Background: an optimization exercise with open tools, aiming at small area, a short achievable clock period and few clock cycles per item. Do not read the settings as production practice. The RTL was checked by simulation tests, not by an equivalence proof against the original design.

`flow/design.v`:
```
package fc_pkg;
    localparam int LANES = 4;
    localparam int ACC_SHIFT = 4;
    typedef logic signed [7:0] lane_t;
    typedef lane_t [LANES-1:0] word_t;
    typedef logic signed [23:0] acc_t;
    typedef struct packed {
        logic       en;
        logic       sel;
        logic [7:0] addr;
        word_t      data;
    } host_wr_t;
    typedef struct packed {
        logic       valid;
        logic       is_bias;
        logic [1:0] lane;
        logic       final_layer;
        logic [7:0] index;
        logic       last;
    } mac_tag_t;
    typedef struct packed {
        logic       valid;
        logic [7:0] index;
        lane_t      value;
        logic       last;
    } score_t;
    typedef struct packed {
        logic       en;
        logic [7:0] addr;
        word_t      data;
    } act_wr_t;
endpackage
`timescale 1ns/100ps
module ntree (
    input  logic [8:0]  a0,
    input  logic [3:0]  neg0,
    input  logic [3:0]  one0,
    input  logic [3:0]  two0,
    input  logic [8:0]  a1,
    input  logic [3:0]  neg1,
    input  logic [3:0]  one1,
    input  logic [3:0]  two1,
    input  logic [8:0]  a2,
    input  logic [3:0]  neg2,
    input  logic [3:0]  one2,
    input  logic [3:0]  two2,
    input  logic [8:0]  a3,
    input  logic [3:0]  neg3,
    input  logic [3:0]  one3,
    input  logic [3:0]  two3,
    input  logic [7:0]  e,
    output logic [19:0] s,
    output logic [19:0] c
);
    logic t0, t1;
    logic t2, t3;
    logic t4, t5;
    logic t6, t7;
    logic t8, t9;
    logic t10, t11;
    logic t12, t13;
    logic t14, t15;
    logic t16, t17;
    logic t18, t19;
    logic t20, t21;
    logic t22, t23;
    logic t24, t25;
    logic t26, t27;
    logic t28, t29;
    logic t30, t31;
    logic t32, t33;
    logic t34, t35;
    logic t36, t37;
    logic t38, t39;
    logic t40, t41;
    logic t42, t43;
    logic t44, t45;
    logic t46, t47;
    logic t48, t49;
    logic t50, t51;
    logic t52, t53;
    logic t54, t55;
    logic t56, t57;
    logic t58, t59;
    logic t60, t61;
    logic t62, t63;
    logic t64, t65;
    logic t66, t67;
    logic t68, t69;
    logic t70, t71;
    logic t72, t73;
    logic t74, t75;
    logic t76, t77;
    logic t78, t79;
    logic t80, t81;
    logic t82, t83;
    logic t84, t85;
    logic t86, t87;
    logic t88, t89;
    logic t90, t91;
    logic t92, t93;
    logic t94, t95;
    logic t96, t97;
    logic t98, t99;
    logic t100, t101;
    logic t102, t103;
    logic t104, t105;
    logic t106, t107;
    logic t108, t109;
    logic t110, t111;
    logic t112, t113;
    logic t114, t115;
    logic t116, t117;
    logic t118, t119;
    logic t120, t121;
    logic t122, t123;
    logic t124, t125;
    logic t126, t127;
    logic t128, t129;
    logic t130, t131;
    logic t132, t133;
    logic t134, t135;
    logic t136, t137;
    logic t138, t139;
    logic t140, t141;
    logic t142, t143;
    logic t144, t145;
    logic t146, t147;
    logic t148, t149;
    logic t150, t151;
    logic t152, t153;
    logic t154, t155;
    logic t156, t157;
    logic t158, t159;
    logic t160, t161;
    logic t162, t163;
    logic t164, t165;
    logic t166, t167;
    logic t168, t169;
    logic t170, t171;
    logic t172, t173;
    logic t174, t175;
    logic t176, t177;
    logic t178, t179;
    logic t180, t181;
    logic t182, t183;
    logic t184, t185;
    logic t186, t187;
    logic t188, t189;
    logic t190, t191;
    logic t192, t193;
    logic t194, t195;
    logic t196, t197;
    logic t198, t199;
    logic t200, t201;
    logic t202, t203;
    logic t204, t205;
    logic t206, t207;
    logic t208, t209;
    logic t210, t211;
    logic t212, t213;
    logic t214, t215;
    logic t216, t217;
    logic t218, t219;
    logic t220, t221;
    logic t222, t223;
    logic t224, t225;
    logic t226, t227;
    logic t228, t229;
    logic t230, t231;
    logic t232, t233;
    logic t234, t235;
    logic t236, t237;
    logic t238, t239;
    logic t240, t241;
    logic t242, t243;
    logic t244, t245;
    logic t246, t247;
    logic t248, t249;
    logic t250, t251;
    logic t252, t253;
    logic t254, t255;
    logic t256, t257;
    logic t258, t259;
    logic t260, t261;
    logic t262, t263;
    logic t264, t265;
    logic t266, t267;
    logic t268, t269;
    logic t270, t271;
    logic t272, t273;
    logic t274, t275;
    logic t276, t277;
    logic t278, t279;
    logic t280, t281;
    logic t282, t283;
    logic t284, t285;
    logic t286, t287;
    logic t288, t289;
    logic t290, t291;
    logic t292, t293;
    logic t294, t295;
    logic t296, t297;
    logic t298, t299;
    logic t300, t301;
    fadd u0 (.a((((one0[0] & a0[6]) | (two0[0] & a0[5])) ^ neg0[0])), .b((((one0[1] & a0[4]) | (two0[1] & a0[3])) ^ neg0[1])), .ci((((one0[2] & a0[2]) | (two0[2] & a0[1])) ^ neg0[2])), .s(t0), .co(t1));
    fadd u1 (.a(((one0[3] & a0[0]) ^ neg0[3])), .b((((one1[0] & a1[6]) | (two1[0] & a1[5])) ^ neg1[0])), .ci((((one1[1] & a1[4]) | (two1[1] & a1[3])) ^ neg1[1])), .s(t2), .co(t3));
    assign t4 = ~((((one0[0] & a0[7]) | (two0[0] & a0[6])) ^ neg0[0]) ^ (((one0[1] & a0[5]) | (two0[1] & a0[4])) ^ neg0[1]));
    assign t5 = (((one0[0] & a0[7]) | (two0[0] & a0[6])) ^ neg0[0]) | (((one0[1] & a0[5]) | (two0[1] & a0[4])) ^ neg0[1]);
    fadd u2 (.a((((one0[2] & a0[3]) | (two0[2] & a0[2])) ^ neg0[2])), .b((((one0[3] & a0[1]) | (two0[3] & a0[0])) ^ neg0[3])), .ci((((one1[0] & a1[7]) | (two1[0] & a1[6])) ^ neg1[0])), .s(t6), .co(t7));
    fadd u3 (.a((((one1[1] & a1[5]) | (two1[1] & a1[4])) ^ neg1[1])), .b((((one1[2] & a1[3]) | (two1[2] & a1[2])) ^ neg1[2])), .ci((((one1[3] & a1[1]) | (two1[3] & a1[0])) ^ neg1[3])), .s(t8), .co(t9));
    hadd u4 (.a((((one2[0] & a2[7]) | (two2[0] & a2[6])) ^ neg2[0])), .b((((one2[1] & a2[5]) | (two2[1] & a2[4])) ^ neg2[1])), .s(t10), .co(t11));
    assign t12 = ~((((one0[0] & a0[8]) | (two0[0] & a0[7])) ^ neg0[0]) ^ (((one0[1] & a0[6]) | (two0[1] & a0[5])) ^ neg0[1]));
    assign t13 = (((one0[0] & a0[8]) | (two0[0] & a0[7])) ^ neg0[0]) | (((one0[1] & a0[6]) | (two0[1] & a0[5])) ^ neg0[1]);
    fadd u5 (.a((((one0[2] & a0[4]) | (two0[2] & a0[3])) ^ neg0[2])), .b((((one0[3] & a0[2]) | (two0[3] & a0[1])) ^ neg0[3])), .ci((((one1[0] & a1[8]) | (two1[0] & a1[7])) ^ neg1[0])), .s(t14), .co(t15));
    fadd u6 (.a((((one1[1] & a1[6]) | (two1[1] & a1[5])) ^ neg1[1])), .b((((one1[2] & a1[4]) | (two1[2] & a1[3])) ^ neg1[2])), .ci((((one1[3] & a1[2]) | (two1[3] & a1[1])) ^ neg1[3])), .s(t16), .co(t17));
    fadd u7 (.a((((one2[0] & a2[8]) | (two2[0] & a2[7])) ^ neg2[0])), .b((((one2[1] & a2[6]) | (two2[1] & a2[5])) ^ neg2[1])), .ci((((one2[2] & a2[4]) | (two2[2] & a2[3])) ^ neg2[2])), .s(t18), .co(t19));
    assign t20 = ~(~((a0[8] & (one0[0] | two0[0])) ^ neg0[0]) ^ (((one0[1] & a0[7]) | (two0[1] & a0[6])) ^ neg0[1]));
    assign t21 = ~((a0[8] & (one0[0] | two0[0])) ^ neg0[0]) | (((one0[1] & a0[7]) | (two0[1] & a0[6])) ^ neg0[1]);
    fadd u8 (.a((((one0[2] & a0[5]) | (two0[2] & a0[4])) ^ neg0[2])), .b((((one0[3] & a0[3]) | (two0[3] & a0[2])) ^ neg0[3])), .ci(~((a1[8] & (one1[0] | two1[0])) ^ neg1[0])), .s(t22), .co(t23));
    fadd u9 (.a((((one1[1] & a1[7]) | (two1[1] & a1[6])) ^ neg1[1])), .b((((one1[2] & a1[5]) | (two1[2] & a1[4])) ^ neg1[2])), .ci((((one1[3] & a1[3]) | (two1[3] & a1[2])) ^ neg1[3])), .s(t24), .co(t25));
    fadd u10 (.a(~((a2[8] & (one2[0] | two2[0])) ^ neg2[0])), .b((((one2[1] & a2[7]) | (two2[1] & a2[6])) ^ neg2[1])), .ci((((one2[2] & a2[5]) | (two2[2] & a2[4])) ^ neg2[2])), .s(t26), .co(t27));
    assign t28 = ~((((one0[1] & a0[8]) | (two0[1] & a0[7])) ^ neg0[1]) ^ (((one0[2] & a0[6]) | (two0[2] & a0[5])) ^ neg0[2]));
    assign t29 = (((one0[1] & a0[8]) | (two0[1] & a0[7])) ^ neg0[1]) | (((one0[2] & a0[6]) | (two0[2] & a0[5])) ^ neg0[2]);
    fadd u11 (.a((((one0[3] & a0[4]) | (two0[3] & a0[3])) ^ neg0[3])), .b((((one1[1] & a1[8]) | (two1[1] & a1[7])) ^ neg1[1])), .ci((((one1[2] & a1[6]) | (two1[2] & a1[5])) ^ neg1[2])), .s(t30), .co(t31));
    hadd u12 (.a(~((a0[8] & (one0[1] | two0[1])) ^ neg0[1])), .b((((one0[2] & a0[7]) | (two0[2] & a0[6])) ^ neg0[2])), .s(t32), .co(t33));
    fadd u13 (.a((((one0[0] & a0[4]) | (two0[0] & a0[3])) ^ neg0[0])), .b((((one0[1] & a0[2]) | (two0[1] & a0[1])) ^ neg0[1])), .ci(((one0[2] & a0[0]) ^ neg0[2])), .s(t34), .co(t35));
    fadd u14 (.a((((one1[0] & a1[4]) | (two1[0] & a1[3])) ^ neg1[0])), .b((((one1[1] & a1[2]) | (two1[1] & a1[1])) ^ neg1[1])), .ci(((one1[2] & a1[0]) ^ neg1[2])), .s(t36), .co(t37));
    fadd u15 (.a((((one0[0] & a0[5]) | (two0[0] & a0[4])) ^ neg0[0])), .b((((one0[1] & a0[3]) | (two0[1] & a0[2])) ^ neg0[1])), .ci((((one0[2] & a0[1]) | (two0[2] & a0[0])) ^ neg0[2])), .s(t38), .co(t39));
    fadd u16 (.a((((one1[0] & a1[5]) | (two1[0] & a1[4])) ^ neg1[0])), .b((((one1[1] & a1[3]) | (two1[1] & a1[2])) ^ neg1[1])), .ci((((one1[2] & a1[1]) | (two1[2] & a1[0])) ^ neg1[2])), .s(t40), .co(t41));
    fadd u17 (.a((((one2[0] & a2[5]) | (two2[0] & a2[4])) ^ neg2[0])), .b((((one2[1] & a2[3]) | (two2[1] & a2[2])) ^ neg2[1])), .ci((((one2[2] & a2[1]) | (two2[2] & a2[0])) ^ neg2[2])), .s(t42), .co(t43));
    fadd u18 (.a(t0), .b(t2), .ci((((one1[2] & a1[2]) | (two1[2] & a1[1])) ^ neg1[2])), .s(t44), .co(t45));
    fadd u19 (.a(((one1[3] & a1[0]) ^ neg1[3])), .b((((one2[0] & a2[6]) | (two2[0] & a2[5])) ^ neg2[0])), .ci((((one2[1] & a2[4]) | (two2[1] & a2[3])) ^ neg2[1])), .s(t46), .co(t47));
    fadd u20 (.a((((one2[2] & a2[2]) | (two2[2] & a2[1])) ^ neg2[2])), .b(((one2[3] & a2[0]) ^ neg2[3])), .ci((((one3[0] & a3[6]) | (two3[0] & a3[5])) ^ neg3[0])), .s(t48), .co(t49));
    hadd u21 (.a((((one3[1] & a3[4]) | (two3[1] & a3[3])) ^ neg3[1])), .b((((one3[2] & a3[2]) | (two3[2] & a3[1])) ^ neg3[2])), .s(t50), .co(t51));
    fadd u22 (.a(t1), .b(t3), .ci(t4), .s(t52), .co(t53));
    fadd u23 (.a(t6), .b(t8), .ci(t10), .s(t54), .co(t55));
    fadd u24 (.a((((one2[2] & a2[3]) | (two2[2] & a2[2])) ^ neg2[2])), .b((((one2[3] & a2[1]) | (two2[3] & a2[0])) ^ neg2[3])), .ci((((one3[0] & a3[7]) | (two3[0] & a3[6])) ^ neg3[0])), .s(t56), .co(t57));
    fadd u25 (.a((((one3[1] & a3[5]) | (two3[1] & a3[4])) ^ neg3[1])), .b((((one3[2] & a3[3]) | (two3[2] & a3[2])) ^ neg3[2])), .ci((((one3[3] & a3[1]) | (two3[3] & a3[0])) ^ neg3[3])), .s(t58), .co(t59));
    fadd u26 (.a(t5), .b(t7), .ci(t9), .s(t60), .co(t61));
    fadd u27 (.a(t11), .b(t12), .ci(t14), .s(t62), .co(t63));
    fadd u28 (.a(t16), .b(t18), .ci((((one2[3] & a2[2]) | (two2[3] & a2[1])) ^ neg2[3])), .s(t64), .co(t65));
    fadd u29 (.a((((one3[0] & a3[8]) | (two3[0] & a3[7])) ^ neg3[0])), .b((((one3[1] & a3[6]) | (two3[1] & a3[5])) ^ neg3[1])), .ci((((one3[2] & a3[4]) | (two3[2] & a3[3])) ^ neg3[2])), .s(t66), .co(t67));
    fadd u30 (.a(t13), .b(t15), .ci(t17), .s(t68), .co(t69));
    fadd u31 (.a(t19), .b(t20), .ci(t22), .s(t70), .co(t71));
    fadd u32 (.a(t24), .b(t26), .ci((((one2[3] & a2[3]) | (two2[3] & a2[2])) ^ neg2[3])), .s(t72), .co(t73));
    fadd u33 (.a(~((a3[8] & (one3[0] | two3[0])) ^ neg3[0])), .b((((one3[1] & a3[7]) | (two3[1] & a3[6])) ^ neg3[1])), .ci((((one3[2] & a3[5]) | (two3[2] & a3[4])) ^ neg3[2])), .s(t74), .co(t75));
    fadd u34 (.a(t21), .b(t23), .ci(t25), .s(t76), .co(t77));
    fadd u35 (.a(t27), .b(t28), .ci(t30), .s(t78), .co(t79));
    fadd u36 (.a((((one1[3] & a1[4]) | (two1[3] & a1[3])) ^ neg1[3])), .b((((one2[1] & a2[8]) | (two2[1] & a2[7])) ^ neg2[1])), .ci((((one2[2] & a2[6]) | (two2[2] & a2[5])) ^ neg2[2])), .s(t80), .co(t81));
    fadd u37 (.a((((one2[3] & a2[4]) | (two2[3] & a2[3])) ^ neg2[3])), .b((((one3[1] & a3[8]) | (two3[1] & a3[7])) ^ neg3[1])), .ci((((one3[2] & a3[6]) | (two3[2] & a3[5])) ^ neg3[2])), .s(t82), .co(t83));
    fadd u38 (.a(t29), .b(t31), .ci(t32), .s(t84), .co(t85));
    fadd u39 (.a((((one0[3] & a0[5]) | (two0[3] & a0[4])) ^ neg0[3])), .b(~((a1[8] & (one1[1] | two1[1])) ^ neg1[1])), .ci((((one1[2] & a1[7]) | (two1[2] & a1[6])) ^ neg1[2])), .s(t86), .co(t87));
    fadd u40 (.a((((one1[3] & a1[5]) | (two1[3] & a1[4])) ^ neg1[3])), .b(~((a2[8] & (one2[1] | two2[1])) ^ neg2[1])), .ci((((one2[2] & a2[7]) | (two2[2] & a2[6])) ^ neg2[2])), .s(t88), .co(t89));
    fadd u41 (.a((((one2[3] & a2[5]) | (two2[3] & a2[4])) ^ neg2[3])), .b(~((a3[8] & (one3[1] | two3[1])) ^ neg3[1])), .ci((((one3[2] & a3[7]) | (two3[2] & a3[6])) ^ neg3[2])), .s(t90), .co(t91));
    assign t92 = ~(t33 ^ (((one0[2] & a0[8]) | (two0[2] & a0[7])) ^ neg0[2]));
    assign t93 = t33 | (((one0[2] & a0[8]) | (two0[2] & a0[7])) ^ neg0[2]);
    fadd u42 (.a((((one0[3] & a0[6]) | (two0[3] & a0[5])) ^ neg0[3])), .b((((one1[2] & a1[8]) | (two1[2] & a1[7])) ^ neg1[2])), .ci((((one1[3] & a1[6]) | (two1[3] & a1[5])) ^ neg1[3])), .s(t94), .co(t95));
    hadd u43 (.a((((one2[2] & a2[8]) | (two2[2] & a2[7])) ^ neg2[2])), .b((((one2[3] & a2[6]) | (two2[3] & a2[5])) ^ neg2[3])), .s(t96), .co(t97));
    fadd u44 (.a(~((a0[8] & (one0[2] | two0[2])) ^ neg0[2])), .b((((one0[3] & a0[7]) | (two0[3] & a0[6])) ^ neg0[3])), .ci(~((a1[8] & (one1[2] | two1[2])) ^ neg1[2])), .s(t98), .co(t99));
    fadd u45 (.a((((one0[0] & a0[2]) | (two0[0] & a0[1])) ^ neg0[0])), .b(((one0[1] & a0[0]) ^ neg0[1])), .ci((((one1[0] & a1[2]) | (two1[0] & a1[1])) ^ neg1[0])), .s(t100), .co(t101));
    hadd u46 (.a(((one1[1] & a1[0]) ^ neg1[1])), .b((((one2[0] & a2[2]) | (two2[0] & a2[1])) ^ neg2[0])), .s(t102), .co(t103));
    fadd u47 (.a((((one0[0] & a0[3]) | (two0[0] & a0[2])) ^ neg0[0])), .b((((one0[1] & a0[1]) | (two0[1] & a0[0])) ^ neg0[1])), .ci((((one1[0] & a1[3]) | (two1[0] & a1[2])) ^ neg1[0])), .s(t104), .co(t105));
    fadd u48 (.a((((one1[1] & a1[1]) | (two1[1] & a1[0])) ^ neg1[1])), .b((((one2[0] & a2[3]) | (two2[0] & a2[2])) ^ neg2[0])), .ci((((one2[1] & a2[1]) | (two2[1] & a2[0])) ^ neg2[1])), .s(t106), .co(t107));
    hadd u49 (.a((((one3[0] & a3[3]) | (two3[0] & a3[2])) ^ neg3[0])), .b((((one3[1] & a3[1]) | (two3[1] & a3[0])) ^ neg3[1])), .s(t108), .co(t109));
    fadd u50 (.a(t34), .b(t36), .ci((((one2[0] & a2[4]) | (two2[0] & a2[3])) ^ neg2[0])), .s(t110), .co(t111));
    fadd u51 (.a((((one2[1] & a2[2]) | (two2[1] & a2[1])) ^ neg2[1])), .b(((one2[2] & a2[0]) ^ neg2[2])), .ci((((one3[0] & a3[4]) | (two3[0] & a3[3])) ^ neg3[0])), .s(t112), .co(t113));
    fadd u52 (.a((((one3[1] & a3[2]) | (two3[1] & a3[1])) ^ neg3[1])), .b(((one3[2] & a3[0]) ^ neg3[2])), .ci(e[4]), .s(t114), .co(t115));
    fadd u53 (.a(t35), .b(t37), .ci(t38), .s(t116), .co(t117));
    fadd u54 (.a(t40), .b(t42), .ci((((one3[0] & a3[5]) | (two3[0] & a3[4])) ^ neg3[0])), .s(t118), .co(t119));
    fadd u55 (.a((((one3[1] & a3[3]) | (two3[1] & a3[2])) ^ neg3[1])), .b((((one3[2] & a3[1]) | (two3[2] & a3[0])) ^ neg3[2])), .ci(e[5]), .s(t120), .co(t121));
    fadd u56 (.a(t39), .b(t41), .ci(t43), .s(t122), .co(t123));
    fadd u57 (.a(t44), .b(t46), .ci(t48), .s(t124), .co(t125));
    fadd u58 (.a(t50), .b(((one3[3] & a3[0]) ^ neg3[3])), .ci(e[6]), .s(t126), .co(t127));
    fadd u59 (.a(t45), .b(t47), .ci(t49), .s(t128), .co(t129));
    fadd u60 (.a(t51), .b(t52), .ci(t54), .s(t130), .co(t131));
    fadd u61 (.a(t56), .b(t58), .ci(~e[7]), .s(t132), .co(t133));
    fadd u62 (.a(t53), .b(t55), .ci(t57), .s(t134), .co(t135));
    fadd u63 (.a(t59), .b(t60), .ci(t62), .s(t136), .co(t137));
    fadd u64 (.a(t64), .b(t66), .ci((((one3[3] & a3[2]) | (two3[3] & a3[1])) ^ neg3[3])), .s(t138), .co(t139));
    fadd u65 (.a(t61), .b(t63), .ci(t65), .s(t140), .co(t141));
    fadd u66 (.a(t67), .b(t68), .ci(t70), .s(t142), .co(t143));
    fadd u67 (.a(t72), .b(t74), .ci((((one3[3] & a3[3]) | (two3[3] & a3[2])) ^ neg3[3])), .s(t144), .co(t145));
    fadd u68 (.a(t69), .b(t71), .ci(t73), .s(t146), .co(t147));
    fadd u69 (.a(t75), .b(t76), .ci(t78), .s(t148), .co(t149));
    fadd u70 (.a(t80), .b(t82), .ci((((one3[3] & a3[4]) | (two3[3] & a3[3])) ^ neg3[3])), .s(t150), .co(t151));
    fadd u71 (.a(t77), .b(t79), .ci(t81), .s(t152), .co(t153));
    fadd u72 (.a(t83), .b(t84), .ci(t86), .s(t154), .co(t155));
    fadd u73 (.a(t88), .b(t90), .ci((((one3[3] & a3[5]) | (two3[3] & a3[4])) ^ neg3[3])), .s(t156), .co(t157));
    fadd u74 (.a(t85), .b(t87), .ci(t89), .s(t158), .co(t159));
    fadd u75 (.a(t91), .b(t92), .ci(t94), .s(t160), .co(t161));
    fadd u76 (.a(t96), .b((((one3[2] & a3[8]) | (two3[2] & a3[7])) ^ neg3[2])), .ci((((one3[3] & a3[6]) | (two3[3] & a3[5])) ^ neg3[3])), .s(t162), .co(t163));
    fadd u77 (.a(t93), .b(t95), .ci(t97), .s(t164), .co(t165));
    fadd u78 (.a(t98), .b((((one1[3] & a1[7]) | (two1[3] & a1[6])) ^ neg1[3])), .ci(~((a2[8] & (one2[2] | two2[2])) ^ neg2[2])), .s(t166), .co(t167));
    fadd u79 (.a((((one2[3] & a2[7]) | (two2[3] & a2[6])) ^ neg2[3])), .b(~((a3[8] & (one3[2] | two3[2])) ^ neg3[2])), .ci((((one3[3] & a3[7]) | (two3[3] & a3[6])) ^ neg3[3])), .s(t168), .co(t169));
    assign t170 = ~(t99 ^ (((one0[3] & a0[8]) | (two0[3] & a0[7])) ^ neg0[3]));
    assign t171 = t99 | (((one0[3] & a0[8]) | (two0[3] & a0[7])) ^ neg0[3]);
    hadd u80 (.a((((one1[3] & a1[8]) | (two1[3] & a1[7])) ^ neg1[3])), .b((((one2[3] & a2[8]) | (two2[3] & a2[7])) ^ neg2[3])), .s(t172), .co(t173));
    hadd u81 (.a(((one0[0] & a0[0]) ^ neg0[0])), .b(((one1[0] & a1[0]) ^ neg1[0])), .s(t174), .co(t175));
    fadd u82 (.a((((one0[0] & a0[1]) | (two0[0] & a0[0])) ^ neg0[0])), .b((((one1[0] & a1[1]) | (two1[0] & a1[0])) ^ neg1[0])), .ci((((one2[0] & a2[1]) | (two2[0] & a2[0])) ^ neg2[0])), .s(t176), .co(t177));
    fadd u83 (.a(t100), .b(t102), .ci(((one2[1] & a2[0]) ^ neg2[1])), .s(t178), .co(t179));
    hadd u84 (.a((((one3[0] & a3[2]) | (two3[0] & a3[1])) ^ neg3[0])), .b(((one3[1] & a3[0]) ^ neg3[1])), .s(t180), .co(t181));
    fadd u85 (.a(t101), .b(t103), .ci(t104), .s(t182), .co(t183));
    fadd u86 (.a(t106), .b(t108), .ci(e[3]), .s(t184), .co(t185));
    fadd u87 (.a(t105), .b(t107), .ci(t109), .s(t186), .co(t187));
    fadd u88 (.a(t110), .b(t112), .ci(t114), .s(t188), .co(t189));
    fadd u89 (.a(t111), .b(t113), .ci(t115), .s(t190), .co(t191));
    fadd u90 (.a(t116), .b(t118), .ci(t120), .s(t192), .co(t193));
    fadd u91 (.a(t117), .b(t119), .ci(t121), .s(t194), .co(t195));
    fadd u92 (.a(t122), .b(t124), .ci(t126), .s(t196), .co(t197));
    fadd u93 (.a(t123), .b(t125), .ci(t127), .s(t198), .co(t199));
    fadd u94 (.a(t128), .b(t130), .ci(t132), .s(t200), .co(t201));
    fadd u95 (.a(t129), .b(t131), .ci(t133), .s(t202), .co(t203));
    fadd u96 (.a(t134), .b(t136), .ci(t138), .s(t204), .co(t205));
    fadd u97 (.a(t135), .b(t137), .ci(t139), .s(t206), .co(t207));
    fadd u98 (.a(t140), .b(t142), .ci(t144), .s(t208), .co(t209));
    fadd u99 (.a(t141), .b(t143), .ci(t145), .s(t210), .co(t211));
    fadd u100 (.a(t146), .b(t148), .ci(t150), .s(t212), .co(t213));
    fadd u101 (.a(t147), .b(t149), .ci(t151), .s(t214), .co(t215));
    fadd u102 (.a(t152), .b(t154), .ci(t156), .s(t216), .co(t217));
    fadd u103 (.a(t153), .b(t155), .ci(t157), .s(t218), .co(t219));
    fadd u104 (.a(t158), .b(t160), .ci(t162), .s(t220), .co(t221));
    fadd u105 (.a(t159), .b(t161), .ci(t163), .s(t222), .co(t223));
    fadd u106 (.a(t164), .b(t166), .ci(t168), .s(t224), .co(t225));
    fadd u107 (.a(t165), .b(t167), .ci(t169), .s(t226), .co(t227));
    fadd u108 (.a(t170), .b(t172), .ci((((one3[3] & a3[8]) | (two3[3] & a3[7])) ^ neg3[3])), .s(t228), .co(t229));
    fadd u109 (.a(t171), .b(t173), .ci(~((a0[8] & (one0[3] | two0[3])) ^ neg0[3])), .s(t230), .co(t231));
    fadd u110 (.a(~((a1[8] & (one1[3] | two1[3])) ^ neg1[3])), .b(~((a2[8] & (one2[3] | two2[3])) ^ neg2[3])), .ci(~((a3[8] & (one3[3] | two3[3])) ^ neg3[3])), .s(t232), .co(t233));
    hadd u111 (.a(t174), .b(((one2[0] & a2[0]) ^ neg2[0])), .s(t234), .co(t235));
    fadd u112 (.a(t175), .b(t176), .ci((((one3[0] & a3[1]) | (two3[0] & a3[0])) ^ neg3[0])), .s(t236), .co(t237));
    fadd u113 (.a(t177), .b(t178), .ci(t180), .s(t238), .co(t239));
    fadd u114 (.a(t179), .b(t181), .ci(t182), .s(t240), .co(t241));
    fadd u115 (.a(t183), .b(t185), .ci(t186), .s(t242), .co(t243));
    fadd u116 (.a(t187), .b(t189), .ci(t190), .s(t244), .co(t245));
    fadd u117 (.a(t191), .b(t193), .ci(t194), .s(t246), .co(t247));
    fadd u118 (.a(t195), .b(t197), .ci(t198), .s(t248), .co(t249));
    fadd u119 (.a(t199), .b(t201), .ci(t202), .s(t250), .co(t251));
    fadd u120 (.a(t203), .b(t205), .ci(t206), .s(t252), .co(t253));
    fadd u121 (.a(t207), .b(t209), .ci(t210), .s(t254), .co(t255));
    fadd u122 (.a(t211), .b(t213), .ci(t214), .s(t256), .co(t257));
    fadd u123 (.a(t215), .b(t217), .ci(t218), .s(t258), .co(t259));
    fadd u124 (.a(t219), .b(t221), .ci(t222), .s(t260), .co(t261));
    fadd u125 (.a(t223), .b(t225), .ci(t226), .s(t262), .co(t263));
    fadd u126 (.a(t227), .b(t229), .ci(t230), .s(t264), .co(t265));
    assign t266 = ~t231;
    assign t267 = t231;
    hadd u127 (.a(t234), .b(((one3[0] & a3[0]) ^ neg3[0])), .s(t268), .co(t269));
    fadd u128 (.a(t235), .b(t236), .ci(e[1]), .s(t270), .co(t271));
    fadd u129 (.a(t237), .b(t238), .ci(e[2]), .s(t272), .co(t273));
    fadd u130 (.a(t239), .b(t240), .ci(t184), .s(t274), .co(t275));
    fadd u131 (.a(t241), .b(t242), .ci(t188), .s(t276), .co(t277));
    fadd u132 (.a(t243), .b(t244), .ci(t192), .s(t278), .co(t279));
    fadd u133 (.a(t245), .b(t246), .ci(t196), .s(t280), .co(t281));
    fadd u134 (.a(t247), .b(t248), .ci(t200), .s(t282), .co(t283));
    fadd u135 (.a(t249), .b(t250), .ci(t204), .s(t284), .co(t285));
    fadd u136 (.a(t251), .b(t252), .ci(t208), .s(t286), .co(t287));
    fadd u137 (.a(t253), .b(t254), .ci(t212), .s(t288), .co(t289));
    fadd u138 (.a(t255), .b(t256), .ci(t216), .s(t290), .co(t291));
    fadd u139 (.a(t257), .b(t258), .ci(t220), .s(t292), .co(t293));
    fadd u140 (.a(t259), .b(t260), .ci(t224), .s(t294), .co(t295));
    fadd u141 (.a(t261), .b(t262), .ci(t228), .s(t296), .co(t297));
    fadd u142 (.a(t263), .b(t264), .ci(t232), .s(t298), .co(t299));
    fadd u143 (.a(t265), .b(t266), .ci(t233), .s(t300), .co(t301));
    assign s[0] = t268;
    assign c[0] = e[0];
    assign s[1] = t269;
    assign c[1] = t270;
    assign s[2] = t271;
    assign c[2] = t272;
    assign s[3] = t273;
    assign c[3] = t274;
    assign s[4] = t275;
    assign c[4] = t276;
    assign s[5] = t277;
    assign c[5] = t278;
    assign s[6] = t279;
    assign c[6] = t280;
    assign s[7] = t281;
    assign c[7] = t282;
    assign s[8] = t283;
    assign c[8] = t284;
    assign s[9] = t285;
    assign c[9] = t286;
    assign s[10] = t287;
    assign c[10] = t288;
    assign s[11] = t289;
    assign c[11] = t290;
    assign s[12] = t291;
    assign c[12] = t292;
    assign s[13] = t293;
    assign c[13] = t294;
    assign s[14] = t295;
    assign c[14] = t296;
    assign s[15] = t297;
    assign c[15] = t298;
    assign s[16] = t299;
    assign c[16] = t300;
    assign s[17] = t301;
    assign c[17] = t267;
    assign s[18] = 1'b1;
    assign c[18] = 1'b0;
    assign s[19] = 1'b1;
    assign c[19] = 1'b0;
endmodule
`timescale 1ns/100ps
module fadd (
    input  logic a,
    input  logic b,
    input  logic ci,
    output logic s,
    output logic co
);
    assign s  = a ^ b ^ ci;
    assign co = (a & b) | (ci & (a ^ b));
endmodule
module hadd (
    input  logic a,
    input  logic b,
    output logic s,
    output logic co
);
    assign s  = a ^ b;
    assign co = a & b;
endmodule
`timescale 1ns/100ps
module fc_top (
    input  logic        clk,
    input  logic        rstn,
    input  logic        host_en,
    input  logic        host_sel,
    input  logic [7:0]  host_addr,
    input  logic [31:0] host_data,
    input  logic        start,
    output logic        t_valid,
    output logic [3:0]  class_idx
);
    function automatic logic sgt8(input logic [7:0] a, input logic [7:0] b);
        logic [7:0] ua, ub, g, e;
        logic [3:0] g1, e1;
        logic [1:0] g2, e2;
        ua = {~a[7], a[6:0]};
        ub = {~b[7], b[6:0]};
        g  = ua & ~ub;
        e  = ~(ua ^ ub);
        for (int k = 0; k < 4; k++) begin
            g1[k] = g[2*k+1] | (e[2*k+1] & g[2*k]);
            e1[k] = e[2*k+1] & e[2*k];
        end
        for (int k = 0; k < 2; k++) begin
            g2[k] = g1[2*k+1] | (e1[2*k+1] & g1[2*k]);
            e2[k] = e1[2*k+1] & e1[2*k];
        end
        sgt8 = g2[1] | (e2[1] & g2[0]);
    endfunction
    logic [31:0] w0  [8][4];
    logic [7:0]  b0  [8];
    logic [31:0] w1  [10][2];
    logic [7:0]  b1  [10];
    logic [31:0] img [4];
    logic        running;
    logic        wr_ok;
    logic        img_we;
    logic        par_we;
    logic        w0b0_we;
    logic [5:0]  pa;
    assign wr_ok   = host_en && !running;
    assign img_we  = wr_ok && !host_sel;
    assign par_we  = wr_ok && host_sel;
    assign pa      = host_addr[5:0];
    assign w0b0_we = par_we && pa < 6'd34;
    always_ff @(posedge clk) begin
        for (int j = 0; j < 8; j++) begin
            for (int w = 0; w < 4; w++) begin
                if (par_we && pa == 6'(4 * j + w)) w0[j][w] <= host_data;
            end
        end
        for (int k = 0; k < 8; k++) begin
            if (par_we && pa == 6'(32 + k / 4)) b0[k] <= host_data[8*(k%4) +: 8];
        end
        for (int o = 0; o < 10; o++) begin
            for (int w = 0; w < 2; w++) begin
                if (par_we && pa == 6'(34 + 2 * o + w)) w1[o][w] <= host_data;
            end
        end
        for (int o = 0; o < 10; o++) begin
            if (par_we && pa == 6'(54 + o / 4)) b1[o] <= host_data[8*(o%4) +: 8];
        end
        for (int w = 0; w < 4; w++) begin
            if (img_we && host_addr[1:0] == 2'(w)) img[w] <= host_data;
        end
    end
    logic       dirty;       
    logic [1:0] rnext;       
    logic       ph_act;      
    logic [1:0] ph;          
    logic       op_v;
    logic       op_l1;       
    logic       op_init;     
    logic [3:0] nx_col;      
    logic [2:0] nx_ph;       
    logic [1:0] op_phb;
    logic [8:0] a_reg [2][4];
    logic        s2_v;
    logic        s2_l1;
    logic        s2_init;
    logic [1:0]  s2_phb;
    logic [19:0] s2_s [8];
    logic [19:0] s2_c [8];
    logic [8:0]  s2_nc [8];
    logic issue_delta;
    logic issue_rec;
    logic issue_rec_op;
    logic issue_l1;
    logic start_acc;
    assign start_acc   = start && !running;
    assign issue_delta = img_we;
    assign issue_rec   = !img_we && !w0b0_we && dirty;
    assign issue_rec_op = !img_we && dirty;
    assign issue_l1    = running && ph_act && !dirty && !(op_v && !op_l1);
    logic signed [19:0] acc     [8];
    logic signed [19:0] acc_upd [8];
    logic        [6:0]  h_next  [8];
    logic               s2_l0;
    logic [19:0] fa_s  [8];
    logic [19:0] fa_c  [8];
    logic [19:0] fa_csh [8];
    logic [19:0] nc20  [8];
    logic [19:0] fb_s  [8];
    logic [19:0] fb_c  [8];
    for (genvar j = 0; j < 8; j++) begin : g_acc_fa
        assign fa_csh[j] = {fa_c[j][18:0], 1'b0};
        assign nc20[j]   = {11'd0, s2_nc[j]};
        for (genvar b = 0; b < 20; b++) begin : g_bit
            fadd u_fa (.a(acc[j][b]), .b(s2_s[j][b]), .ci(s2_c[j][b]), .s(fa_s[j][b]), .co(fa_c[j][b]));
            if (b < 9) begin : g_lo
                fadd u_fb (.a(fa_s[j][b]), .b(fa_csh[j][b]), .ci(nc20[j][b]), .s(fb_s[j][b]), .co(fb_c[j][b]));
            end else begin : g_hi
                hadd u_hb (.a(fa_s[j][b]), .b(fa_csh[j][b]), .s(fb_s[j][b]), .co(fb_c[j][b]));
            end
        end
    end
    always_comb begin
        for (int j = 0; j < 8; j++) begin
            if (s2_l0) begin
                acc_upd[j] = fb_s[j] + {fb_c[j][18:0], 1'b0};
            end else begin
                acc_upd[j] = acc[j];
            end
            if (acc_upd[j][19]) h_next[j] = 7'd0;
            else if (|acc_upd[j][18:11]) h_next[j] = 7'd127;
            else h_next[j] = acc_upd[j][10:4];
        end
    end
    always_ff @(posedge clk) begin
        for (int j = 0; j < 8; j++) acc[j] <= (op_v && op_init) ? 20'd0 : acc_upd[j];
    end
    logic [31:0] img_rec;
    logic [8:0]  dxw [4][4];     
    logic [8:0]  dx_in [4];
    assign img_rec = img[rnext];
    always_comb begin
        for (int w = 0; w < 4; w++) begin
            for (int l = 0; l < 4; l++) begin
                dxw[w][l] = {host_data[8*l+7], host_data[8*l +: 8]}
                          - {img[w][8*l+7], img[w][8*l +: 8]};
            end
        end
        for (int l = 0; l < 4; l++) dx_in[l] = dxw[host_addr[1:0]][l];
    end
    always_ff @(posedge clk) begin
        for (int q = 0; q < 2; q++) begin
            for (int l = 0; l < 4; l++) begin
                if (issue_delta) begin
                    a_reg[q][l] <= dx_in[l];
                end else if (issue_rec_op) begin
                    a_reg[q][l] <= {img_rec[8*l+7], img_rec[8*l +: 8]};
                end else begin
                    a_reg[q][l] <= {2'b00, h_next[4*q+l]};
                end
            end
        end
        op_phb  <= ph;
        op_init <= issue_rec_op && rnext == 2'd0;
        op_l1   <= issue_l1;
    end
    logic [3:0]  bneg [8][4];
    logic [3:0]  bone [8][4];
    logic [3:0]  btwo [8][4];
    logic [7:0]  ex  [8];
    logic [19:0] t_s [8];
    logic [19:0] t_c [8];
    assign nx_col = issue_delta ? (4'b1 << host_addr[1:0]) :
                    issue_rec_op ? (4'b1 << rnext) : 4'b0;
    assign nx_ph  = issue_l1 ? (3'b1 << ph) : 3'b0;
    always_ff @(posedge clk) begin
        for (int j = 0; j < 8; j++) begin
            for (int l = 0; l < 4; l++) begin
                logic [7:0] v;
                v = '0;
                for (int c = 0; c < 4; c++) begin
                    v = v | ({8{nx_col[c]}} & w0[j][c][8*l +: 8]);
                end
                for (int p = 0; p < 3; p++) begin
                    if (4 * p + j / 2 < 10) begin
                        v = v | ({8{nx_ph[p]}} & w1[4 * p + j / 2][j % 2][8*l +: 8]);
                    end
                end
                for (int i = 0; i < 4; i++) begin
                    logic hi, mid, lo;
                    hi  = v[2*i+1];
                    mid = v[2*i];
                    lo  = (i == 0) ? 1'b0 : v[2*i-1];
                    bneg[j][l][i] <= hi;
                    bone[j][l][i] <= mid ^ lo;
                    btwo[j][l][i] <= (hi & ~mid & ~lo) | (~hi & mid & lo);
                end
            end
            begin
                logic [7:0] e;
                e = (issue_rec_op && rnext == 2'd0) ? b0[j] : '0;
                if (j % 2 == 0) begin
                    for (int p = 0; p < 3; p++) begin
                        if (4 * p + j / 2 < 10) begin
                            e = e | ({8{nx_ph[p]}} & b1[4 * p + j / 2]);
                        end
                    end
                end
                ex[j] <= e;
            end
        end
    end
    for (genvar j = 0; j < 8; j++) begin : g_tree
        ntree u_tree (
            .a0 (a_reg[j%2][0]), .neg0 (bneg[j][0]), .one0 (bone[j][0]), .two0 (btwo[j][0]),
            .a1 (a_reg[j%2][1]), .neg1 (bneg[j][1]), .one1 (bone[j][1]), .two1 (btwo[j][1]),
            .a2 (a_reg[j%2][2]), .neg2 (bneg[j][2]), .one2 (bone[j][2]), .two2 (btwo[j][2]),
            .a3 (a_reg[j%2][3]), .neg3 (bneg[j][3]), .one3 (bone[j][3]), .two3 (btwo[j][3]),
            .e  (ex[j]),
            .s  (t_s[j]),
            .c  (t_c[j])
        );
    end
    logic [8:0] nc [8];
    always_comb begin
        for (int j = 0; j < 8; j++) begin
            nc[j] = '0;
            for (int l = 0; l < 4; l++) begin
                nc[j] = nc[j] + {2'b00, bneg[j][l][3], 1'b0, bneg[j][l][2], 1'b0,
                                 bneg[j][l][1], 1'b0, bneg[j][l][0]};
            end
        end
    end
    always_ff @(posedge clk) begin
        for (int j = 0; j < 8; j++) begin
            s2_s[j]  <= t_s[j];
            s2_c[j]  <= t_c[j];
            s2_nc[j] <= nc[j];
        end
        s2_init <= op_init;
        s2_l0   <= op_v && !op_l1;
        s2_l1   <= op_l1;
        s2_phb  <= op_phb;
    end
    logic [17:0]        u_s [4];
    logic [17:0]        u_c [4];
    logic [17:0]        v_s [4];
    logic [17:0]        v_c [4];
    logic signed [17:0] ssum [4];
    logic [17:0]        uc_sh [4];
    logic signed [7:0]  sc [4];
    logic signed [7:0]  best_val;
    logic [3:0]         best_idx;
    logic               sq_v;
    logic [1:0]         sq_ph;
    logic signed [7:0]  sq [4];
    logic signed [7:0]  vb;
    logic [3:0]         win;      
    logic [3:0]         gtb;      
    logic               take;
    logic [1:0]         ib;
    logic               w8, w9;
    logic [17:0]        w_s [4];
    logic [17:0]        w_c [4];
    logic [17:0]        wc_sh [4];
    logic [17:0]        x_s [4];
    logic [17:0]        x_c [4];
    logic [17:0]        xc_sh [4];
    for (genvar g = 0; g < 4; g++) begin : g_sc_fa
        assign uc_sh[g] = {u_c[g][16:0], 1'b0};
        assign wc_sh[g] = {w_c[g][16:0], 1'b0};
        assign xc_sh[g] = {x_c[g][16:0], 1'b0};
        for (genvar b = 0; b < 18; b++) begin : g_bit
            fadd u_fa1 (.a(s2_s[2*g][b]), .b(s2_c[2*g][b]), .ci(s2_s[2*g+1][b]),
                        .s(u_s[g][b]), .co(u_c[g][b]));
            if (b < 9) begin : g_lo
                fadd u_fa2 (.a(s2_c[2*g+1][b]), .b(s2_nc[2*g][b]), .ci(s2_nc[2*g+1][b]),
                            .s(w_s[g][b]), .co(w_c[g][b]));
            end else begin : g_hi
                assign w_s[g][b] = s2_c[2*g+1][b];
                assign w_c[g][b] = 1'b0;
            end
            fadd u_fa3 (.a(u_s[g][b]), .b(uc_sh[g][b]), .ci(w_s[g][b]),
                        .s(x_s[g][b]), .co(x_c[g][b]));
            if (b < 10) begin : g_lo4
                fadd u_fa4 (.a(x_s[g][b]), .b(xc_sh[g][b]), .ci(wc_sh[g][b]),
                            .s(v_s[g][b]), .co(v_c[g][b]));
            end else begin : g_hi4
                hadd u_ha4 (.a(x_s[g][b]), .b(xc_sh[g][b]), .s(v_s[g][b]), .co(v_c[g][b]));
            end
        end
    end
    always_comb begin
        for (int g = 0; g < 4; g++) begin
            ssum[g] = v_s[g] + {v_c[g][16:0], 1'b0};
            if (ssum[g][17] && !(&ssum[g][16:11])) sc[g] = 8'sh80;
            else if (!ssum[g][17] && (|ssum[g][16:11])) sc[g] = 8'sh7f;
            else sc[g] = ssum[g][11:4];
        end
    end
    always_comb begin
        for (int g = 0; g < 4; g++) begin
            win[g] = 1'b1;
            for (int k = 0; k < 4; k++) begin
                if (k < g && !sgt8(sq[g], sq[k])) win[g] = 1'b0;
                if (k > g && sgt8(sq[k], sq[g])) win[g] = 1'b0;
            end
        end
        vb = '0;
        for (int g = 0; g < 4; g++) vb = vb | ({8{win[g]}} & sq[g]);
        for (int g = 0; g < 4; g++) gtb[g] = sgt8(sq[g], best_val);
        take = sq_ph == 2'd0 || |(win & gtb);
        ib = {win[3] | win[2], win[3] | win[1]};
    end
    assign w8 = sgt8(sq[0], best_val) && !sgt8(sq[1], sq[0]);
    assign w9 = sgt8(sq[1], best_val) && sgt8(sq[1], sq[0]);
    assign class_idx = w8 ? 4'd8 : w9 ? 4'd9 : best_idx;
    always_ff @(posedge clk or negedge rstn) begin
        if (!rstn) begin
            running   <= 1'b0;
            t_valid   <= 1'b0;
            dirty     <= 1'b1;
            sq_v      <= 1'b0;
            sq_ph     <= '0;
            for (int g = 0; g < 4; g++) sq[g] <= '0;
            best_val  <= '0;
            best_idx  <= '0;
            rnext     <= '0;
            ph_act    <= 1'b0;
            ph        <= '0;
            op_v      <= 1'b0;
            s2_v      <= 1'b0;
        end else begin
            op_v <= issue_delta || issue_rec_op || issue_l1;
            s2_v <= op_v;
            if (img_we || w0b0_we) begin
                rnext <= '0;
                if (w0b0_we) dirty <= 1'b1;
            end else if (issue_rec) begin
                rnext <= rnext + 2'd1;
                if (rnext == 2'd3) dirty <= 1'b0;
            end
            if (start_acc) begin
                running <= 1'b1;
                t_valid <= 1'b0;
                ph_act  <= 1'b1;
                ph      <= '0;
            end
            if (issue_l1) begin
                ph <= ph + 2'd1;
                if (ph == 2'd2) ph_act <= 1'b0;
            end
            sq_v <= s2_v && s2_l1;
            if (s2_v && s2_l1) begin
                sq_ph <= s2_phb;
                for (int g = 0; g < 4; g++) sq[g] <= sc[g];
            end
            if (sq_v && sq_ph != 2'd2 && take) begin
                best_val <= vb;
                best_idx <= {sq_ph, ib};
            end
            if (s2_v && s2_l1) begin
                if (s2_phb == 2'd2) begin
                    t_valid <= 1'b1;
                    running <= 1'b0;
                end
            end
        end
    end
endmodule
```
`flow/run.sh`:
```
#!/bin/bash
# synth_recipe.tcl (not shown) runs the flow's synth.tcl, then flattens the netlist and writes it again
# the make line also repeats each setting of config.mk as NAME=value (left out here)
make -C /OpenROAD-flow-scripts/flow DESIGN_CONFIG=/design/flow/config.mk WORK_HOME=/design/flow/orfs CLKGATE_MAP_FILE= SYNTH_SCRIPT=/design/flow/synth_recipe.tcl finish
```
`flow/config.mk`:
```
export PLATFORM = sky130hd
export DESIGN_NAME = fc_top
export DESIGN_NICKNAME = fc_top
export VERILOG_FILES = /design/flow/design.v
export SDC_FILE = /design/flow/constraint.sdc
export NUM_CORES = 4
export LEC_CHECK = 0
export CAP_MARGIN = 20
export CORE_MARGIN = 2
export CORE_UTILIZATION = 55
export CTS_CLUSTER_DIAMETER = 100
export CTS_CLUSTER_SIZE = 24
export SETUP_SLACK_MARGIN = 5
export SLEW_MARGIN = 20
export SYNTH_HIERARCHICAL = 1
export SYNTH_MINIMUM_KEEP_SIZE = 0
```
`flow/constraint.sdc`:
```
create_clock -name core_clock -period 10.0 [get_ports {clk}]
set_input_delay 2.0000 -clock core_clock [delete_from_list [all_inputs] [get_ports {clk}]]
set_output_delay 2.0000 -clock core_clock [all_outputs]
set_load 0.01 [all_outputs]
```
==> flow_metrics.tcl, run 1 <==
set metrics [dict create \
    synth.avg_cell_area_um2 13.3 \
    largest_register_ff_count 1024 \
    multi_input_area_mm2 0.0862 \
    largest_register "w0" \
    worst_setup_start_kind "flip-flop" \
    worst_clock_skew_ns 0.105 \
    fp.dieArea_mm2 0.324 \
    clock_tree.root_cell "sky130_fd_sc_hd__clkbuf_16" \
    design.portCount 50 \
    worstPathArrival_ns 3.22 \
    synth_top_area_frac 0.331 \
    hold_path_startpoint "ex[3][0]" \
    first_global_vias 111569 \
    route.antenna.remaining_nets 0 \
    place.port_buffers 47 \
    numCtsBuffers 163 \
    flow.area_growth_from_synthesis_pct 3.79 \
    seq_area_mm2 0.0811 \
    maximum_number_of_pins_on_one_net_before_global_route_repair 109 \
    worstHoldEndpoint "s2_c[3][0]" \
    max_cap_violations 0 \
    gr-usage-all-layers 0.391 \
    yosysWarningCount 77 \
    critical_path.endpoint_type "output pin" \
    hold_path.class "flip-flop to flip-flop" \
    maxSlewHeadroom 0.174 \
    netlist-cell-type-count 108 \
    maxClockFrequency_mhz 192 \
    final-max-slew-violation-count 0 \
    remaining_drc_errors 0 \
    die_extent_in_y_um 569 \
    detail_route.first_pass.iterations 12 \
    whs_path_depth 0 \
    initial_utilization 0.553 \
    width_of_the_die_um 569 \
    setup_tns_ns 0 \
    yosysSeqAreaShare 0.461 \
    overflow 0 \
    area_leader_netlist "sky130_fd_sc_hd__edfxtp_1" \
    drt_wl_total_mm 643 \
    num_rows 207 \
    worst-path-max-fanout 5 \
    synth-main-ff-cell "sky130_fd_sc_hd__edfxtp_1" \
    synth-edff-count 1936 \
    synthesis.area_mm2 0.176 \
    r2r_slack_ns 4.96 \
    ys_seq_elements 3065 \
    criticalPathCategory "flip-flop to output pin" \
    grt_antenna_before_repair 81 \
    detail_route.iter0.violations 18130 \
    required_time_at_the_worst_slack_endpoint_ns 8.00 \
    largest_registers_ranked_by_flip_flop_count "w0 x1024, w1 x640" \
    synth_async_sr_flop_share 0.0186 \
    cts-root-to-sink-buffers 4 \
    detailed_place_hpwl_mm 455 \
    routedWlPerCell_um 38.2 \
    timing.rr.end "s2_c[4][12]" \
    transition_time_at_the_pin_with_the_least_slew_margin_ns 1.24 \
    fillerInstances 25487 \
    global_route_wire_length_before_repair_mm 879 \
    drive_gt1_frac 0.0755 \
    rsz0062_at_grt "yes" \
    setup_viol_count_final 0 \
    cts_tree "done" \
    r2r_cells 10 \
    reg2reg_from "a_reg[2][5]" \
    min_period_ns 5.22 \
    clkSlewWorstSetupHoldPaths_ns 0.10 \
    hold_violation_count_in_the_final_report 0 \
    synth_area_leaders "sky130_fd_sc_hd__edfxtp_1 (33%), sky130_fd_sc_hd__fa_1 (18%), sky130_fd_sc_hd__dfxtp_1 (12%)" \
    core_occupancy_in_the_finished_layout 0.574 \
    via_per_instance_ratio 6.75 \
    cts_htree_levels 4 \
    cts-hold-fix-buffers 0 \
    coreArea_mm2 0.318 \
    synth.top_cells.by_count "sky130_fd_sc_hd__edfxtp_1 (1936), sky130_fd_sc_hd__fa_1 (1561), sky130_fd_sc_hd__a22oi_1 (1258)" \
    clk_latency_ns 0.95 \
    yosys.cell_count.top_type "sky130_fd_sc_hd__edfxtp_1" \
    result_of_the_run "complete, no violations" \
    routed-via-count 113683 \
    layout_worst_path_cycle_share 0.522 \
    gp_congestion 1.01 \
    numClockSinks 3065 \
    post_syn_instances 13190 \
    finalNetCount 14719 \
]
[worst max-delay path: stages (launching register included)]
cell,delay [ns]
sky130_fd_sc_hd__dfrtp_2,0.50
sky130_fd_sc_hd__inv_2,0.11
sky130_fd_sc_hd__ha_4,0.20
sky130_fd_sc_hd__and3b_1,0.15
sky130_fd_sc_hd__o21a_1,0.17
sky130_fd_sc_hd__o21a_1,0.18
sky130_fd_sc_hd__o211ai_1,0.21
sky130_fd_sc_hd__a21oi_2,0.13
sky130_fd_sc_hd__a221o_1,0.38
sky130_fd_sc_hd__and3_1,0.18
sky130_fd_sc_hd__buf_2,0.13
[cell type report]
class                           count  share of cell area
Multi-Input combinational cell   8608               0.473
Sequential cell                  3065               0.445
Tap cell                         4180              0.0287
Clock buffer                      248              0.0241
Timing Repair Buffer              362              0.0189
Inverter                          263             0.00543
Clock inverter                     48             0.00380
Antenna cell                       75             0.00103
[worst max-delay path by stage]
stage	from	cells after the start	slack, ns	endpoint
after floorplan	host_addr[0]	11	5.05	btwo[18][1]
after global placement	host_en	13	3.10	btwo[26][1]
after detailed placement	host_en	13	3.09	btwo[26][1]
after CTS	sq[0][1]	10	4.69	class_idx[1]
after global routing	sq[0][1]	11	4.70	class_idx[0]
final	sq[0][1]	10	4.78	class_idx[1]
[layer usage]
metal  share of wire  track usage  vias up
met5         0.00043            0        -
met4           0.054        0.177       40
met3            0.14        0.140     1301
met2            0.42        0.566     7604
met1            0.38        0.528    58535
li1                -            -    46203
[Yosys stat by module (local to each module, per instance)]
module  cells inside  copies in the design  flops+latches  area [um2]
fc_top          7754                     1           3065      114000
hadd               1                   208              0        12.5
fadd               1                  1516              0        20.0
ntree            464                     8              0        3560
[timing repair]
action                     CTS  global route
setup endpoints to repair  505           158
gates cloned                 6             2
pin swaps                   11             9
setup buffers               23             5
resized for setup           95            71
[cells in the final DEF, fill, tap and decap left out, types with 94 or more instances in the layout]
cell / Yosys / layout
sky130_fd_sc_hd__mux2i_1: 97 / 97
sky130_fd_sc_hd__xnor2_1: 1217 / 1216
sky130_fd_sc_hd__nand2_1: 537 / 528
sky130_fd_sc_hd__nor2_1: 490 / 431
sky130_fd_sc_hd__fa_1: 1561 / 1551
sky130_fd_sc_hd__nand3_1: 186 / 186
sky130_fd_sc_hd__a22oi_1: 1258 / 1254
sky130_fd_sc_hd__o21ai_0: 205 / 204
sky130_fd_sc_hd__inv_1: 263 / 261
sky130_fd_sc_hd__o21ai_1: 153 / 152
sky130_fd_sc_hd__xor2_1: 354 / 354
sky130_fd_sc_hd__ha_1: 650 / 648
sky130_fd_sc_hd__a222oi_1: 424 / 424
sky130_fd_sc_hd__and2_1: 129 / 117
sky130_fd_sc_hd__edfxtp_1: 1936 / 1936
sky130_fd_sc_hd__buf_4: 469 / 244
sky130_fd_sc_hd__dfxtp_1: 1072 / 1045
sky130_fd_sc_hd__a22oi_2: 90 / 94
sky130_fd_sc_hd__clkbuf_16: 0 / 165
sky130_fd_sc_hd__a21oi_1: 202 / 195
[stage by stage]
step | worst slack (ns) | instances | cell area (um2) | hold slack, ns
final | 4.78 | 16849 | 182000 | 0.335
after global routing | 4.70 | 16793 | 182000 | 0.341
after CTS | 4.69 | 16766 | 182000 | 0.332
after floorplan | 5.05 | 13225 | 176000 | 0.310
after detailed placement | 3.09 | 16441 | 176000 | 0.312
after global placement | 3.10 | 16425 | 176000 | 0.312
[cell families (layout without fill, tap and decap cells)]
group,count (synthesis),in the layout,share of synthesized area
AND/OR/NAND/NOR,1718,1719,0.0456
adder cells (fa/ha/maj),2211,2211,0.224
AO/OA/AOI/OAI,2919,2923,0.128
multiplexers,131,131,0.00925
other,17,127,0.000363
XOR/XNOR,1572,1572,0.0784
flip-flops,3065,3065,0.461
buffers and inverters,1557,921,0.0531
Testbench counts, summed over its fixed seeds: cycles 3,840, items 384.
==> inputs of run 2 (changes only) <==
==> flow/flow/run.sh (new file) <==
#!/bin/bash
set -euo pipefail
bash standard.sh finish SETUP_SLACK_MARGIN=6 > standard_flow.log 2>&1
==> flow/standard.sh (new file) <==
#!/bin/bash
# synth_recipe.tcl (not shown) runs the flow's synth.tcl, then flattens the netlist and writes it again
# the make line also repeats each setting of config.mk as NAME=value (left out here)
make -C /OpenROAD-flow-scripts/flow DESIGN_CONFIG=/design/flow/config.mk WORK_HOME=/design/flow/orfs CLKGATE_MAP_FILE= SYNTH_SCRIPT=/design/flow/synth_recipe.tcl "${@:-finish}"
removed: flow/run.sh
==> flow_metrics.tcl, run 2 <==
set metrics [dict create \
    result_of_the_run "complete, no violations" \
    ys_seq_elements 3065 \
    yosysSeqAreaShare 0.461 \
    critical_path.endpoint_type "output pin" \
    finalNetCount 15213 \
    max_cap_violations 0 \
    numCtsBuffers 164 \
    cts_tree "done" \
    synthesis.area_mm2 0.176 \
    route.antenna.remaining_nets 0 \
    synth.top_cells.by_count "sky130_fd_sc_hd__edfxtp_1 (1936), sky130_fd_sc_hd__fa_1 (1561), sky130_fd_sc_hd__a22oi_1 (1258)" \
    global_route_wire_length_before_repair_mm 913 \
    gp_congestion 1.07 \
    min_period_ns 5.33 \
    hold_violation_count_in_the_final_report 0 \
    largest_register_ff_count 1024 \
    synth-edff-count 1936 \
    first_global_vias 115516 \
    place.port_buffers 47 \
    synth_area_leaders "sky130_fd_sc_hd__edfxtp_1 (33%), sky130_fd_sc_hd__fa_1 (18%), sky130_fd_sc_hd__dfxtp_1 (12%)" \
    detailed_place_hpwl_mm 448 \
    via_per_instance_ratio 6.79 \
    largest_register "w0" \
    maxClockFrequency_mhz 188 \
    clk_latency_ns 0.95 \
    multi_input_area_mm2 0.0921 \
    layoutNonFillerInstCount 17349 \
    fp.dieArea_mm2 0.324 \
    worstPathArrival_ns 3.33 \
    cts-root-to-sink-buffers 4 \
    final-max-slew-violation-count 0 \
    remaining_drc_errors 0 \
    synth_async_sr_flop_share 0.0186 \
    hold_path.class "flip-flop to flip-flop" \
    drt_wl_total_mm 673 \
    drive_gt1_frac 0.233 \
    area_leader_netlist "sky130_fd_sc_hd__edfxtp_1" \
    numPlacedInstances 16431 \
    slowest_delay_ns 0.48 \
    width_of_the_die_um 569 \
    reg2reg_from "a_reg[4][5]" \
    seq_area_mm2 0.0818 \
    cts_htree_levels 4 \
    worst_clock_skew_ns 0.111 \
    fillerInstances 24209 \
    synth.avg_cell_area_um2 13.3 \
    r2r_cells 11 \
    yosys.cell_count.top_type "sky130_fd_sc_hd__edfxtp_1" \
    setup.worst_path.start "sq[0][1]" \
    grt_antenna_before_repair 101 \
    rsz0062_at_grt "yes" \
    worst_setup_start_kind "flip-flop" \
    synth-main-ff-cell "sky130_fd_sc_hd__edfxtp_1" \
    num_rows 207 \
    synth_top_area_frac 0.331 \
    routed-via-count 117792 \
    detail_route.iter0.violations 19002 \
    flow.area_growth_from_synthesis_pct 11.6 \
    critical_path.slowest_cell "sky130_fd_sc_hd__dfrtp_2" \
    overflow 0 \
    routedWlPerCell_um 38.8 \
    crit_top_cell "sky130_fd_sc_hd__o21a_1" \
    mostFrequentLayoutCells "sky130_fd_sc_hd__edfxtp_1 (1936), sky130_fd_sc_hd__xnor2_1 (1146), sky130_fd_sc_hd__fa_1 (1061)" \
    largest_registers_ranked_by_flip_flop_count "w0 x1024, w1 x640" \
    initial_utilization 0.553 \
    post_syn_instances 13190 \
    numClockSinks 3065 \
    coreArea_mm2 0.318 \
    worst-path-max-fanout 3 \
    required_time_at_the_worst_slack_endpoint_ns 8.00 \
    gr-usage-all-layers 0.406 \
    timing.rr.end "s2_c[3][10]" \
    crit_chain "inv_2, ha_4, and3b_1, o21a_1, o21a_1, o211ai_1, a21oi_2, a221o_1, buf_4, and3_4, buf_6" \
    layout_worst_path_cycle_share 0.533 \
    die_extent_in_y_um 569 \
    maximum_number_of_pins_on_one_net_before_global_route_repair 124 \
    maxSlewHeadroom 0.170 \
    setup_viol_count_final 0 \
    criticalPathCategory "flip-flop to output pin" \
    clock_tree.root_cell "sky130_fd_sc_hd__clkbuf_16" \
    end_point_of_the_critical_path "class_idx[1]" \
    design.portCount 50 \
    detail_route.first_pass.iterations 10 \
    netlist-cell-type-count 108 \
    setup_tns_ns 0 \
    layout.cells.most_common "sky130_fd_sc_hd__edfxtp_1" \
    r2r_slack_ns 5.46 \
    yosysWarningCount 77 \
    transition_time_at_the_pin_with_the_least_slew_margin_ns 1.25 \
    clkSlewWorstSetupHoldPaths_ns 0.10 \
]
## run 2: worst min path at each step
stage / to / slack [ns] / cells after the start / from
5_1_grt: s2_phb[0] / 0.34 / 0 / op_phb[0]
3_5_place_dp: s2_phb[0] / 0.31 / 0 / op_phb[0]
3_3_place_gp: s2_phb[0] / 0.31 / 0 / op_phb[0]
4_1_cts: s2_c[3][0] / 0.33 / 0 / ex[3][0]
2_1_floorplan: s2_phb[0] / 0.31 / 0 / op_phb[0]
6_report: s2_c[3][0] / 0.33 / 0 / ex[3][0]
## run 2: repair_timing
item                                    4_1_cts  5_1_grt
gates cloned                                 50       11
setup buffers                               362      117
pin swaps                                   652      489
hold buffers                                  0        0
gates resized for setup                    1655      542
endpoints found under the setup margin     2081      587
## run 2: kinds of logic (layout without fill, tap and decap cells)
group,count (synthesis),count (layout),synth area share
fa+ha+maj,2211,2211,0.224
other cells,17,130,0.000363
xor+xnor,1572,1572,0.0784
mux,131,131,0.00925
buf+inv,1557,1412,0.0531
compound gates,2919,2924,0.128
simple gates,1718,1724,0.0456
flops,3065,3065,0.461
## run 2: final cells by class
class	count	share of cell area
inverters	263	0.00505
repair buffers	849	0.0534
flip-flops and latches	3065	0.417
multi-input cells	8614	0.470
clock inverters	41	0.00329
diodes	78	0.000996
well taps	4180	0.0267
clock buffers	259	0.0230
## run 2: stage by stage
step	util	setup slack [ns]	hold slack [ns]	cell area, um2
floorplan	-	5.48	0.310	178000
global placement	0.557	3.70	0.311	177000
detailed placement	0.557	3.65	0.313	177000
CTS	0.605	4.55	0.330	192000
global route	0.616	4.56	0.343	196000
finish	0.617	4.67	0.328	196000
## run 2: worst max-delay path, delay by kind of cell, from the launching register on
kind | cells | cell delay (ns)
buffers and inverters | 3 | 0.38
adders and majority gates | 1 | 0.19
and+or+nand+nor | 2 | 0.31
DFF | 1 | 0.48
AOI/OAI and AO/OA | 5 | 1.08
## run 2: Yosys stat by module, one instance, submodules excluded
module	copies in the design	cell area [um2]	cells
fc_top	1	114000	7754
ntree	8	3560	464
fadd	1516	20.0	1
hadd	208	12.5	1
## run 2: layer usage
layer / vias up / share of wire / global-route usage / wire (um)
met3: 1628 / 0.14 / 0.144 / 94900
met1: 60627 / 0.38 / 0.545 / 254000
met4: 42 / 0.064 / 0.214 / 43200
met5: - / 0.00067 / 0 / 448
met2: 8271 / 0.42 / 0.579 / 281000
li1: 47224 / - / - / -

-- port drivers added, routing unchanged --
The results above use ideal ports. As a check the final layouts listed here were re-extracted and re-timed, cells and wires unchanged.
Step 1, drivers: a clkbuf_16 drives clk and a buf_2 each remaining input, both assumed.
Step 2 also shifts input and output timing later by t, the mid clock arrival at the registers, as if the neighbouring blocks saw the same clock.
a / b / c = ideal / step 1 / step 2; a / b = the first two.
| run | t (ns) | slack for setup (ns) | hold WS [ns] | latest minus earliest clock arrival (ns) | worst register clock-pin slew, ns |
|---|---|---|---|---|---|
| run 1 | 1.008 | 4.780 / 4.667 / 4.121 | 0.335 / 0.335 / 0.335 | 0.116 / 0.117 | 0.11 / 0.11 |
| run 2 | 1.000 | 4.671 / 4.562 / 4.759 | 0.328 / 0.328 / 0.328 | 0.112 / 0.111 | 0.11 / 0.11 |
After both steps every run listed still meets setup and hold. The setup slack of run 1, which loses most, moves by -0.113 ns with the drivers and by -0.659 ns with both steps.
